Context: an optimization exercise on an open-source flow, tuned for small area, a short achievable clock period and few clock cycles. The choices shown serve that exercise and are no tape-out recipe.
Where RTL was checked, it was by simulation tests only, not by an equivalence proof against the original.

==> inputs of run a <==
==> flow/design.v <==
package alu_pkg;
    localparam int WORD_W  = 32;
    localparam int SHAMT_W = 5;
    typedef logic [WORD_W-1:0]   word_t;
    typedef logic [2*WORD_W-1:0] dword_t;
    typedef enum logic [4:0] {
        OP_OR    = 5'd0,
        OP_AND   = 5'd1,
        OP_NOR   = 5'd2,
        OP_XOR   = 5'd3,
        OP_SLL   = 5'd4,
        OP_SRL   = 5'd5,
        OP_SRA   = 5'd6,
        OP_ADD   = 5'd7,
        OP_ADDU  = 5'd8,
        OP_SUB   = 5'd9,
        OP_SUBU  = 5'd10,
        OP_SLT   = 5'd11,
        OP_SLTU  = 5'd12,
        OP_CLZ   = 5'd13,
        OP_CLO   = 5'd14,
        OP_MUL   = 5'd15,
        OP_MULT  = 5'd16,
        OP_MULTU = 5'd17,
        OP_MFHI  = 5'd18,
        OP_MFLO  = 5'd19,
        OP_MTHI  = 5'd20,
        OP_MTLO  = 5'd21
    } alu_op_e;
    typedef enum logic [2:0] {
        RES_LOGIC     = 3'd0,
        RES_SHIFT     = 3'd1,
        RES_MOVE      = 3'd2,
        RES_ARITH     = 3'd3,
        RES_MUL       = 3'd4,
        RES_HILO_ONLY = 3'd5
    } res_class_e;
endpackage
package apb_pkg;
    localparam int APB_ADDR_W = 8;
    typedef logic [APB_ADDR_W-1:0] apb_addr_t;
    localparam apb_addr_t ADDR_OPA    = 8'h00;
    localparam apb_addr_t ADDR_OPB    = 8'h04;
    localparam apb_addr_t ADDR_CMD    = 8'h08;
    localparam apb_addr_t ADDR_RESULT = 8'h0C;
    localparam apb_addr_t ADDR_HI     = 8'h10;
    localparam apb_addr_t ADDR_LO     = 8'h14;
    localparam apb_addr_t ADDR_STATUS = 8'h18;
    localparam int STAT_BUSY    = 0;
    localparam int STAT_OVF     = 1;
    localparam int STAT_ILLEGAL = 2;
endpackage
module alu_add #(parameter int W = 32) (
    input  logic [W-1:0] a,
    input  logic [W-1:0] b,
    input  logic         ci,
    output logic [W-1:0] s,
    output logic         co,
    output logic [W-1:0] p     
);
    logic [W-1:0] g, gp, pp, g2, p2;
    always_comb begin
        p  = a ^ b;
        g  = a & b;
        g[0] = g[0] | (p[0] & ci);
        gp = g;
        pp = p;
        for (int l = 0; (1 << l) < W; l++) begin
            g2 = gp;
            p2 = pp;
            for (int i = 0; i < W; i++) begin
                if ((i >> l) & 1) begin
                    g2[i] = gp[i] | (pp[i] & gp[((i >> l) << l) - 1]);
                    p2[i] = pp[i] & pp[((i >> l) << l) - 1];
                end
            end
            gp = g2;
            pp = p2;
        end
        s  = p ^ {gp[W-2:0], ci};
        co = gp[W-1];
    end
endmodule
module alu_core (
    input  logic               clk_i,
    input  logic               rst_n_i,
    input  apb_pkg::apb_addr_t paddr_i,
    input  logic               psel_i,
    input  logic               penable_i,
    input  logic               pwrite_i,
    input  alu_pkg::word_t     pwdata_i,
    output alu_pkg::word_t     prdata_o,
    output logic               pready_o,
    output logic               pslverr_o
);
    localparam int K     = 4;           
    localparam int NSTEP = 32 / K;
    localparam int W     = K + 33;      
    logic [31:0] opa_q, opb_q, result_q, hi_q, lo_q;
    logic [4:0]  cmd_q;
    logic        ovf_q, ill_q;
    logic        res_v, hi_v, lo_v;
    logic        xfer_q;       
    logic        pready_q;
    logic        err_q;
    logic        wopa_q, wopb_q, wcmd_q;   
    logic        wcls_q;       
    logic [31:0] prdata_q;
    logic [3:0]  c_lut;        
    logic        c_sub, c_add, c_slt, c_sltu, c_sh, c_shl, c_sra, c_lc, c_clo;
    logic        c_mfhi, c_mflo, c_mthi, c_mtlo, c_ovfchk, c_ill, c_res;
    logic        c_mul, c_ml, c_ms;
    logic [3:0]    cnt_q;      
    logic          mlow_q;     
    logic          sgn_q;
    logic [4:0]    dig_q;      
    logic          run_q;      
    wire       setup   = psel_i & ~penable_i;
    wire [2:0] ix      = paddr_i[4:2];
    wire       inrange = (paddr_i[7:5] == 3'd0) && (paddr_i[1:0] == 2'd0);
    wire       a_rw    = inrange && (ix <= 3'd2);           
    wire       a_ro    = inrange && (ix >= 3'd3) && (ix <= 3'd6);
    wire       s_err   = ~(a_rw | a_ro) | (pwrite_i & a_ro);
    wire       s_wcls  = pwrite_i ? a_rw : (a_ro && (ix != 3'd6));
    wire [4:0] wc      = pwdata_i[4:0];
    wire complete = xfer_q & pready_q;
    wire launch   = complete & wcmd_q;
    wire [31:0] b_eff = opb_q ^ {32{c_sub}};
    wire [31:0] sum, pab;
    wire        cout;
    alu_add #(.W(32)) u_add (.a(opa_q), .b(b_eff), .ci(c_sub), .s(sum), .co(cout), .p(pab));
    wire        ovf   = (opa_q[31] == b_eff[31]) && (sum[31] != opa_q[31]);
    wire        lt    = c_sltu ? ~cout : (sum[31] ^ ovf);
    logic [31:0] lg;
    always_comb begin
        for (int i = 0; i < 32; i++) lg[i] = c_lut[{opa_q[i], opb_q[i]}];
    end
    wire [31:0] lc_in = c_clo ? ~opa_q : opa_q;
    logic [5:0] lc;
    always_comb begin
        lc = 6'd32;
        for (int i = 0; i < 32; i++) if (lc_in[i]) lc = 6'(31 - i);
    end
    logic [31:0] sh_in, sh_out;
    always_comb begin
        for (int i = 0; i < 32; i++) sh_in[i] = c_shl ? opb_q[31 - i] : opb_q[i];
    end
    wire [31:0] sh_r = 32'($signed({c_sra & sh_in[31], sh_in}) >>> opa_q[4:0]);
    always_comb begin
        for (int i = 0; i < 32; i++) sh_out[i] = c_shl ? sh_r[31 - i] : sh_r[i];
    end
    wire [31:0] res_alu = lg
                        | ({32{c_add}} & sum)
                        | {31'd0, c_slt & lt}
                        | ({32{c_sh}} & sh_out)
                        | {26'd0, {6{c_lc}} & lc}
                        | ({32{c_mfhi & hi_v}} & hi_q)
                        | ({32{c_mflo & lo_v}} & lo_q);
    wire cmd_ovf = c_ovfchk & ovf;
    wire          m_start = launch & c_mul;
    wire          m_first = ~run_q;
    wire          m_run   = run_q | m_start;
    wire          m_sgn   = m_first ? c_ms : sgn_q;
    wire          m_low   = m_first ? c_ml : mlow_q;
    wire          m_fix   = (cnt_q == 4'd8);               
    wire          m_last  = m_fix | ((cnt_q == 4'd7) & (m_low | m_sgn));
    function automatic logic [4:0] m_fetch(input logic [31:0] bv, input logic [3:0] j);
        logic [35:0] bx;
        bx = {4'd0, bv};
        m_fetch = {bx[j*4 +: 4], (j == 4'd0) ? 1'b0 : bx[j*4 - 1]};
    endfunction
    wire [4:0]    m_d     = m_first ? (c_ml ? m_fetch(opb_q, 4'd7) : m_fetch(opb_q, 4'd0)) : dig_q;
    wire [3:0]    m_nidx  = m_low ? 4'd6 - cnt_q : cnt_q + 1'b1;
    wire [32:0]   m_a     = {m_sgn & opa_q[31], opa_q};
    logic [33:0]  m_pp0, m_pp1;
    logic         m_n0, m_n1;
    always_comb begin
        logic one0, two0, one1, two1;
        one0 = m_d[1] ^ m_d[0];
        two0 = (m_d[2] & ~m_d[1] & ~m_d[0]) | (~m_d[2] & m_d[1] & m_d[0]);
        m_n0 = m_d[2];
        one1 = m_d[3] ^ m_d[2];
        two1 = (m_d[4] & ~m_d[3] & ~m_d[2]) | (~m_d[4] & m_d[3] & m_d[2]);
        m_n1 = m_d[4];
        m_pp0 = (({34{one0}} & {m_a[32], m_a}) | ({34{two0}} & {m_a, 1'b0})) ^ {34{m_n0}};
        m_pp1 = (({34{one1}} & {m_a[32], m_a}) | ({34{two1}} & {m_a, 1'b0})) ^ {34{m_n1}};
    end
    localparam int MW = 38;
    wire [MW-1:0] m_acc   = m_first ? '0 :
                            m_low   ? MW'({result_q[27:0], 4'd0}) :
                                      {{(MW-32){hi_q[31]}}, hi_q};
    wire [MW-1:0] m_r0    = {{(MW-34){m_pp0[33]}}, m_pp0};
    wire [MW-1:0] m_r1    = {{(MW-36){m_pp1[33]}}, m_pp1, m_n1, m_n0};
    wire [MW-1:0] m_cx    = m_acc ^ m_r0 ^ m_r1;
    wire [MW-1:0] m_cy    = (m_acc & m_r0) | (m_acc & m_r1) | (m_r0 & m_r1);
    wire [MW-1:0] m_sum;
    wire          m_co;
    wire [MW-1:0] m_px;
    alu_add #(.W(MW)) u_madd (.a(m_cx), .b({m_cy[MW-2:0], m_n1}), .ci(m_n1), .s(m_sum), .co(m_co), .p(m_px));
    wire [31:0]   m_shift = {m_sum[3:0], lo_q[31:4]};
    wire [3:0]    cnt_d   = m_run ? (m_last ? 4'd0 : cnt_q + 1'b1) : 4'd0;
    wire res_we = (launch & c_res & ~cmd_ovf) | (m_run & m_low);
    wire hi_we  = (launch & c_mthi) | (m_run & ~m_low);
    wire lo_we  = (launch & c_mtlo) | (m_run & ~m_low & ~m_fix);
    wire [31:0] res_d = m_run ? m_sum[31:0] : res_alu;
    wire [31:0] hi_d  = m_run ? (m_fix ? m_sum[31:0] : m_sum[35:4]) : opa_q;
    wire [31:0] lo_d  = m_run ? m_shift : opa_q;
    logic [31:0] rd_mux;
    always_comb begin
        case (ix)
            3'd0: rd_mux = opa_q;
            3'd1: rd_mux = opb_q;
            3'd2: rd_mux = {27'd0, cmd_q};
            3'd3: rd_mux = result_q & {32{res_v}};
            3'd4: rd_mux = hi_q & {32{hi_v}};
            3'd5: rd_mux = lo_q & {32{lo_v}};
            3'd6: rd_mux = {29'd0, ill_q, ovf_q, 1'b0};
            default: rd_mux = 32'd0;
        endcase
    end
    always_ff @(posedge clk_i) begin
        prdata_q <= rd_mux;
        if (res_we) result_q <= res_d;
        if (hi_we)  hi_q     <= hi_d;
        if (lo_we)  lo_q     <= lo_d;
        dig_q <= m_fetch(opb_q, m_nidx);
        begin
            c_lut    <= (wc == 5'd0) ? 4'b1110 : (wc == 5'd1) ? 4'b1000 :
                        (wc == 5'd2) ? 4'b0001 : (wc == 5'd3) ? 4'b0110 : 4'b0000;
            c_sub    <= (wc == 5'd9) || (wc == 5'd10) || (wc == 5'd11) || (wc == 5'd12);
            c_add    <= (wc >= 5'd7) && (wc <= 5'd10);
            c_slt    <= (wc == 5'd11) || (wc == 5'd12);
            c_sltu   <= (wc == 5'd12);
            c_sh     <= (wc >= 5'd4) && (wc <= 5'd6);
            c_shl    <= (wc == 5'd4);
            c_sra    <= (wc == 5'd6);
            c_lc     <= (wc == 5'd13) || (wc == 5'd14);
            c_clo    <= (wc == 5'd14);
            c_mfhi   <= (wc == 5'd18);
            c_mflo   <= (wc == 5'd19);
            c_mthi   <= (wc == 5'd20);
            c_mtlo   <= (wc == 5'd21);
            c_ovfchk <= (wc == 5'd7) || (wc == 5'd9);
            c_ill    <= (wc >= 5'd22);
            c_res    <= (wc <= 5'd14) || (wc == 5'd18) || (wc == 5'd19);
            c_mul    <= (wc >= 5'd15) && (wc <= 5'd17);
            c_ml     <= (wc == 5'd15);
            c_ms     <= (wc == 5'd15) || (wc == 5'd16);
        end
    end
    always_ff @(posedge clk_i or negedge rst_n_i) begin
        if (!rst_n_i) begin
            opa_q    <= '0;
            opb_q    <= '0;
            cmd_q    <= '0;
            ovf_q    <= 1'b0;
            ill_q    <= 1'b0;
            res_v    <= 1'b0;
            hi_v     <= 1'b0;
            lo_v     <= 1'b0;
            xfer_q   <= 1'b0;
            pready_q <= 1'b1;
            err_q    <= 1'b0;
            wopa_q   <= 1'b0;
            wopb_q   <= 1'b0;
            wcmd_q   <= 1'b0;
            wcls_q   <= 1'b0;
            cnt_q    <= '0;
            run_q    <= 1'b0;
            mlow_q   <= 1'b0;
            sgn_q    <= 1'b0;
        end else begin
            if (setup) begin
                xfer_q <= 1'b1;
                err_q  <= s_err;
                wopa_q <= pwrite_i & inrange & (ix == 3'd0);
                wopb_q <= pwrite_i & inrange & (ix == 3'd1);
                wcmd_q <= pwrite_i & inrange & (ix == 3'd2);
                wcls_q <= s_wcls;
                if (pwrite_i & inrange & (ix == 3'd2)) cmd_q <= wc;
            end else if (complete) begin
                xfer_q <= 1'b0;
            end
            pready_q <= ~((setup ? s_wcls : (xfer_q & ~pready_q & wcls_q)) & ~m_first);
            if (complete & wopa_q) opa_q <= pwdata_i;
            if (complete & wopb_q) opb_q <= pwdata_i;
            if (res_we) res_v <= 1'b1;
            if (hi_we)  hi_v  <= 1'b1;
            if (lo_we)  lo_v  <= 1'b1;
            if (launch) begin
                ovf_q <= cmd_ovf;
                ill_q <= c_ill;
            end
            cnt_q <= cnt_d;
            run_q <= (cnt_d != '0);
            if (m_start) begin
                mlow_q <= c_ml;
                sgn_q  <= c_ms;
            end
        end
    end
    assign prdata_o  = prdata_q;
    assign pready_o  = pready_q;
    assign pslverr_o = err_q;
endmodule
==> flow/flow/run.sh <==
#!/bin/bash
# The standard layout (standard.sh), with timing repair aimed at a
# shorter achieved period, port buffers of a plain buffer cell, and the
# resizer free to pick any equivalent cell.
set -euo pipefail
bash standard.sh \
    SETUP_SLACK_MARGIN=14.6 \
    MATCH_CELL_FOOTPRINT=0 \
    "BUFFER_PORTS_ARGS=-buffer_cell sky130_fd_sc_hd__buf_4" \
    finish > standard_flow.log 2>&1
==> flow/standard.sh <==
#!/bin/bash
# synth_recipe.tcl (not shown) runs the flow's synth.tcl, then flattens the netlist and writes it again
# the make line also repeats each setting of config.mk as NAME=value (left out here)
make -C /OpenROAD-flow-scripts/flow DESIGN_CONFIG=/design/flow/config.mk WORK_HOME=/design/flow/orfs CLKGATE_MAP_FILE= SYNTH_SCRIPT=/design/flow/synth_recipe.tcl "${@:-finish}"
==> flow/config.mk <==
export PLATFORM = sky130hd
export DESIGN_NAME = alu_core
export DESIGN_NICKNAME = alu_core
export VERILOG_FILES = /design/flow/design.v
export SDC_FILE = /design/flow/constraint.sdc
export NUM_CORES = 4
export LEC_CHECK = 0
export CAP_MARGIN = 20
export CORE_MARGIN = 2
export CORE_UTILIZATION = 40
export PLACE_DENSITY = 0.6
export SLEW_MARGIN = 20
==> flow/constraint.sdc <==
create_clock -name core_clock -period 20.0 [get_ports {clk_i}]
set_input_delay 4.0000 -clock core_clock [delete_from_list [all_inputs] [get_ports {clk_i}]]
set_output_delay 4.0000 -clock core_clock [all_outputs]
set_load 0.01 [all_outputs]
==> run b (differences from run a) <==
==> flow/design.v, changed modules only <==
module alu_core (
    input  logic               clk_i,
    input  logic               rst_n_i,
    input  apb_pkg::apb_addr_t paddr_i,
    input  logic               psel_i,
    input  logic               penable_i,
    input  logic               pwrite_i,
    input  alu_pkg::word_t     pwdata_i,
    output alu_pkg::word_t     prdata_o,
    output logic               pready_o,
    output logic               pslverr_o
);
    localparam int K     = 4;           
    localparam int NSTEP = 32 / K;
    localparam int CW    = 3;           
    localparam int W     = K + 33;      
    logic [31:0] opa_q, opb_q, result_q, hi_q, lo_q;
    logic [4:0]  cmd_q;
    logic        ovf_q, ill_q;
    logic        res_v, hi_v, lo_v;
    logic        xfer_q;       
    logic        pready_q;
    logic        err_q;
    logic        wopa_q, wopb_q, wcmd_q;   
    logic        wcls_q;       
    logic [31:0] prdata_q;
    logic [3:0]  c_lut;        
    logic        c_sub, c_add, c_slt, c_sltu, c_sh, c_shl, c_sra, c_lc, c_clo;
    logic        c_mfhi, c_mflo, c_mthi, c_mtlo, c_ovfchk, c_ill, c_res;
    logic        c_mul, c_ml, c_ms;
    logic [CW-1:0] cnt_q;      
    logic          mlow_q;     
    logic          sgn_q;
    logic [K-1:0]  dig_q;      
    logic          run_q;      
    wire       setup   = psel_i & ~penable_i;
    wire [2:0] ix      = paddr_i[4:2];
    wire       inrange = (paddr_i[7:5] == 3'd0) && (paddr_i[1:0] == 2'd0);
    wire       a_rw    = inrange && (ix <= 3'd2);           
    wire       a_ro    = inrange && (ix >= 3'd3) && (ix <= 3'd6);
    wire       s_err   = ~(a_rw | a_ro) | (pwrite_i & a_ro);
    wire       s_wcls  = pwrite_i ? a_rw : (a_ro && (ix != 3'd6));
    wire [4:0] wc      = pwdata_i[4:0];
    wire complete = xfer_q & pready_q;
    wire launch   = complete & wcmd_q;
    wire [31:0] b_eff = opb_q ^ {32{c_sub}};
    wire [31:0] sum, pab;
    wire        cout;
    alu_add #(.W(32)) u_add (.a(opa_q), .b(b_eff), .ci(c_sub), .s(sum), .co(cout), .p(pab));
    wire        ovf   = (opa_q[31] == b_eff[31]) && (sum[31] != opa_q[31]);
    wire        lt    = c_sltu ? ~cout : (sum[31] ^ ovf);
    logic [31:0] lg;
    always_comb begin
        for (int i = 0; i < 32; i++) lg[i] = c_lut[{opa_q[i], opb_q[i]}];
    end
    wire [31:0] lc_in = c_clo ? ~opa_q : opa_q;
    logic [5:0] lc;
    always_comb begin
        lc = 6'd32;
        for (int i = 0; i < 32; i++) if (lc_in[i]) lc = 6'(31 - i);
    end
    logic [31:0] sh_in, sh_out;
    always_comb begin
        for (int i = 0; i < 32; i++) sh_in[i] = c_shl ? opb_q[31 - i] : opb_q[i];
    end
    wire [31:0] sh_r = 32'($signed({c_sra & sh_in[31], sh_in}) >>> opa_q[4:0]);
    always_comb begin
        for (int i = 0; i < 32; i++) sh_out[i] = c_shl ? sh_r[31 - i] : sh_r[i];
    end
    wire [31:0] res_alu = lg
                        | ({32{c_add}} & sum)
                        | {31'd0, c_slt & lt}
                        | ({32{c_sh}} & sh_out)
                        | {26'd0, {6{c_lc}} & lc}
                        | ({32{c_mfhi & hi_v}} & hi_q)
                        | ({32{c_mflo & lo_v}} & lo_q);
    wire cmd_ovf = c_ovfchk & ovf;
    wire          m_start = launch & c_mul;
    wire          m_first = ~run_q;
    wire          m_run   = ~m_first | m_start;
    wire          m_sgn   = m_first ? c_ms : sgn_q;
    wire          m_low   = m_first ? c_ml : mlow_q;
    wire          m_last  = (cnt_q == CW'(NSTEP - 1));
    wire [K-1:0]  m_d     = m_first ? (c_ml ? opb_q[31:32-K] : opb_q[K-1:0]) : dig_q;
    wire [CW-1:0] m_nidx  = m_low ? CW'(NSTEP - 2) - cnt_q : cnt_q + 1'b1;
    wire [32:0]   m_a     = {m_sgn & opa_q[31], opa_q};
    wire          m_neg   = m_last & m_sgn & ~m_low;    
    wire [W-1:0]  m_acc   = m_first ? '0 :
                            m_low   ? W'({result_q[31-K:0], {K{1'b0}}}) :
                                      {{(K+1){m_sgn & hi_q[31]}}, hi_q};
    logic [W-1:0] m_sum;
    always_comb begin
        m_sum = m_acc;
        for (int i = 0; i < K; i++) begin
            if (i == K - 1)
                m_sum = m_sum + ((((W'({{(W-33){m_a[32]}}, m_a})) ^ {W{m_neg}}) & {W{m_d[i]}}) << i)
                              + W'(m_neg & m_d[i] ? (1 << i) : 0);
            else
                m_sum = m_sum + (W'({{(W-33){m_a[32]}}, m_a} & {W{m_d[i]}}) << i);
        end
    end
    wire [31:0]   m_shift = {m_sum[K-1:0], lo_q[31:K]};
    wire [CW-1:0] cnt_d   = m_run ? (m_last ? '0 : cnt_q + 1'b1) : '0;
    wire res_we = (launch & c_res & ~cmd_ovf) | (m_run & m_low);
    wire hi_we  = (launch & c_mthi) | (m_run & ~m_low);
    wire lo_we  = (launch & c_mtlo) | (m_run & ~m_low);
    wire [31:0] res_d = m_run ? m_sum[31:0] : res_alu;
    wire [31:0] hi_d  = m_run ? m_sum[K+31:K] : opa_q;
    wire [31:0] lo_d  = m_run ? m_shift : opa_q;
    logic [31:0] rd_mux;
    always_comb begin
        case (ix)
            3'd0: rd_mux = opa_q;
            3'd1: rd_mux = opb_q;
            3'd2: rd_mux = {27'd0, cmd_q};
            3'd3: rd_mux = result_q & {32{res_v}};
            3'd4: rd_mux = hi_q & {32{hi_v}};
            3'd5: rd_mux = lo_q & {32{lo_v}};
            3'd6: rd_mux = {29'd0, ill_q, ovf_q, 1'b0};
            default: rd_mux = 32'd0;
        endcase
    end
    always_ff @(posedge clk_i) begin
        prdata_q <= rd_mux;
        if (res_we) result_q <= res_d;
        if (hi_we)  hi_q     <= hi_d;
        if (lo_we)  lo_q     <= lo_d;
        dig_q <= opb_q[m_nidx*K +: K];
        begin
            c_lut    <= (wc == 5'd0) ? 4'b1110 : (wc == 5'd1) ? 4'b1000 :
                        (wc == 5'd2) ? 4'b0001 : (wc == 5'd3) ? 4'b0110 : 4'b0000;
            c_sub    <= (wc == 5'd9) || (wc == 5'd10) || (wc == 5'd11) || (wc == 5'd12);
            c_add    <= (wc >= 5'd7) && (wc <= 5'd10);
            c_slt    <= (wc == 5'd11) || (wc == 5'd12);
            c_sltu   <= (wc == 5'd12);
            c_sh     <= (wc >= 5'd4) && (wc <= 5'd6);
            c_shl    <= (wc == 5'd4);
            c_sra    <= (wc == 5'd6);
            c_lc     <= (wc == 5'd13) || (wc == 5'd14);
            c_clo    <= (wc == 5'd14);
            c_mfhi   <= (wc == 5'd18);
            c_mflo   <= (wc == 5'd19);
            c_mthi   <= (wc == 5'd20);
            c_mtlo   <= (wc == 5'd21);
            c_ovfchk <= (wc == 5'd7) || (wc == 5'd9);
            c_ill    <= (wc >= 5'd22);
            c_res    <= (wc <= 5'd14) || (wc == 5'd18) || (wc == 5'd19);
            c_mul    <= (wc >= 5'd15) && (wc <= 5'd17);
            c_ml     <= (wc == 5'd15);
            c_ms     <= (wc == 5'd15) || (wc == 5'd16);
        end
    end
    always_ff @(posedge clk_i or negedge rst_n_i) begin
        if (!rst_n_i) begin
            opa_q    <= '0;
            opb_q    <= '0;
            cmd_q    <= '0;
            ovf_q    <= 1'b0;
            ill_q    <= 1'b0;
            res_v    <= 1'b0;
            hi_v     <= 1'b0;
            lo_v     <= 1'b0;
            xfer_q   <= 1'b0;
            pready_q <= 1'b1;
            err_q    <= 1'b0;
            wopa_q   <= 1'b0;
            wopb_q   <= 1'b0;
            wcmd_q   <= 1'b0;
            wcls_q   <= 1'b0;
            cnt_q    <= '0;
            run_q    <= 1'b0;
            mlow_q   <= 1'b0;
            sgn_q    <= 1'b0;
        end else begin
            if (setup) begin
                xfer_q <= 1'b1;
                err_q  <= s_err;
                wopa_q <= pwrite_i & inrange & (ix == 3'd0);
                wopb_q <= pwrite_i & inrange & (ix == 3'd1);
                wcmd_q <= pwrite_i & inrange & (ix == 3'd2);
                wcls_q <= s_wcls;
                if (pwrite_i & inrange & (ix == 3'd2)) cmd_q <= wc;
            end else if (complete) begin
                xfer_q <= 1'b0;
            end
            pready_q <= ~((setup ? s_wcls : (xfer_q & ~pready_q & wcls_q)) & ~m_first);
            if (complete & wopa_q) opa_q <= pwdata_i;
            if (complete & wopb_q) opb_q <= pwdata_i;
            if (res_we) res_v <= 1'b1;
            if (hi_we)  hi_v  <= 1'b1;
            if (lo_we)  lo_v  <= 1'b1;
            if (launch) begin
                ovf_q <= cmd_ovf;
                ill_q <= c_ill;
            end
            cnt_q <= cnt_d;
            run_q <= (cnt_d != '0);
            if (m_start) begin
                mlow_q <= c_ml;
                sgn_q  <= c_ms;
            end
        end
    end
    assign prdata_o  = prdata_q;
    assign pready_o  = pready_q;
    assign pslverr_o = err_q;
endmodule
--- a/flow/flow/run.sh
+++ b/flow/flow/run.sh
@@ -4,7 +4,7 @@
 # resizer free to pick any equivalent cell.
 set -euo pipefail
 bash standard.sh \
-    SETUP_SLACK_MARGIN=14.6 \
+    SETUP_SLACK_MARGIN=15 \
     MATCH_CELL_FOOTPRINT=0 \
     "BUFFER_PORTS_ARGS=-buffer_cell sky130_fd_sc_hd__buf_4" \
     finish > standard_flow.log 2>&1
==> qor summary <==
item	run a	run b
Result of the run	finished clean	finished clean
Sequential-to-total area share from yosys stat	0.288	0.278
Crit-path max cell delay	480 ps	530 ps
Drt wl/cell	28.2 µm	27.8 µm
Fin Clk Skew	19.3 ps	15.9 ps
Adder-cell share of the synthesized area	0.0799	0.149
Synth async-reset ratio	0.362	0.361
Cell with the biggest individual delay on the critical path	fa_1	fa_2
Met3 GRT Util	0.0617	0.0710
CTS clock-pin slew for the worst setup and hold paths	70 ps	60 ps
Clock network area share	0.0384	0.0440
Final setup margin	14630 ps	14500 ps
Number of synthesized register bits	243	241
Critical path destination	hi_q[29]	result_q[31]
Post-route standard cell area excluding fillers	24800 µm²	26200 µm²
Max_slew headroom	0.317	0.231
Wire length of the first global-routing pass	132 mm	133 mm
Area share of the leading cell type in the synthesized netlist	0.132	0.129
Placement Setup Slack	13500 ps	12690 ps
Seq Cell Count	243	241
Met3 WL post-DR	9.80 mm	9.01 mm
Testbench counts of run b, summed over its fixed seeds: cycles 155,960.
Only the layout flow was run in run a; the RTL was not checked for function there.

separate check: timing with driven ports:
The flow's constraints put no driver on any port. The routed layouts listed below were extracted and timed again, unchanged, in two steps. Step 1 (the two cells are an assumption about what drives the block):
set clk [get_ports {clk_i}]
set_driving_cell -lib_cell sky130_fd_sc_hd__clkbuf_16 $clk
set_driving_cell -lib_cell sky130_fd_sc_hd__buf_2 [delete_from_list [all_inputs] $clk]
Step 2 adds t to the input delays and takes it off the output delays; t is the mean of the earliest and latest rising clock arrival at the registers after step 1. Input paths then give back, and output paths get back, about the clock's delay inside the block. a / b / c = no drivers / after step 1 / after step 2; a / b = the first two.
| run | shift t [ns] | setup WS [ns] | clock arrival spread, ns | worst register clock-pin slew, ns | pins driven straight from the clock port |
|---|---|---|---|---|---|
| run a | 0.638 | 14.626 / 14.603 / 14.055 | 0.020 / 0.020 | 0.07 / 0.07 | 1 |
| run b | 0.600 | 14.505 / 14.505 / 14.369 | 0.016 / 0.016 | 0.06 / 0.06 | 1 |
After both steps every run listed still meets setup and hold. The setup slack of run a, which loses most, moves by -0.023 ns with the drivers and by -0.571 ns with both steps.
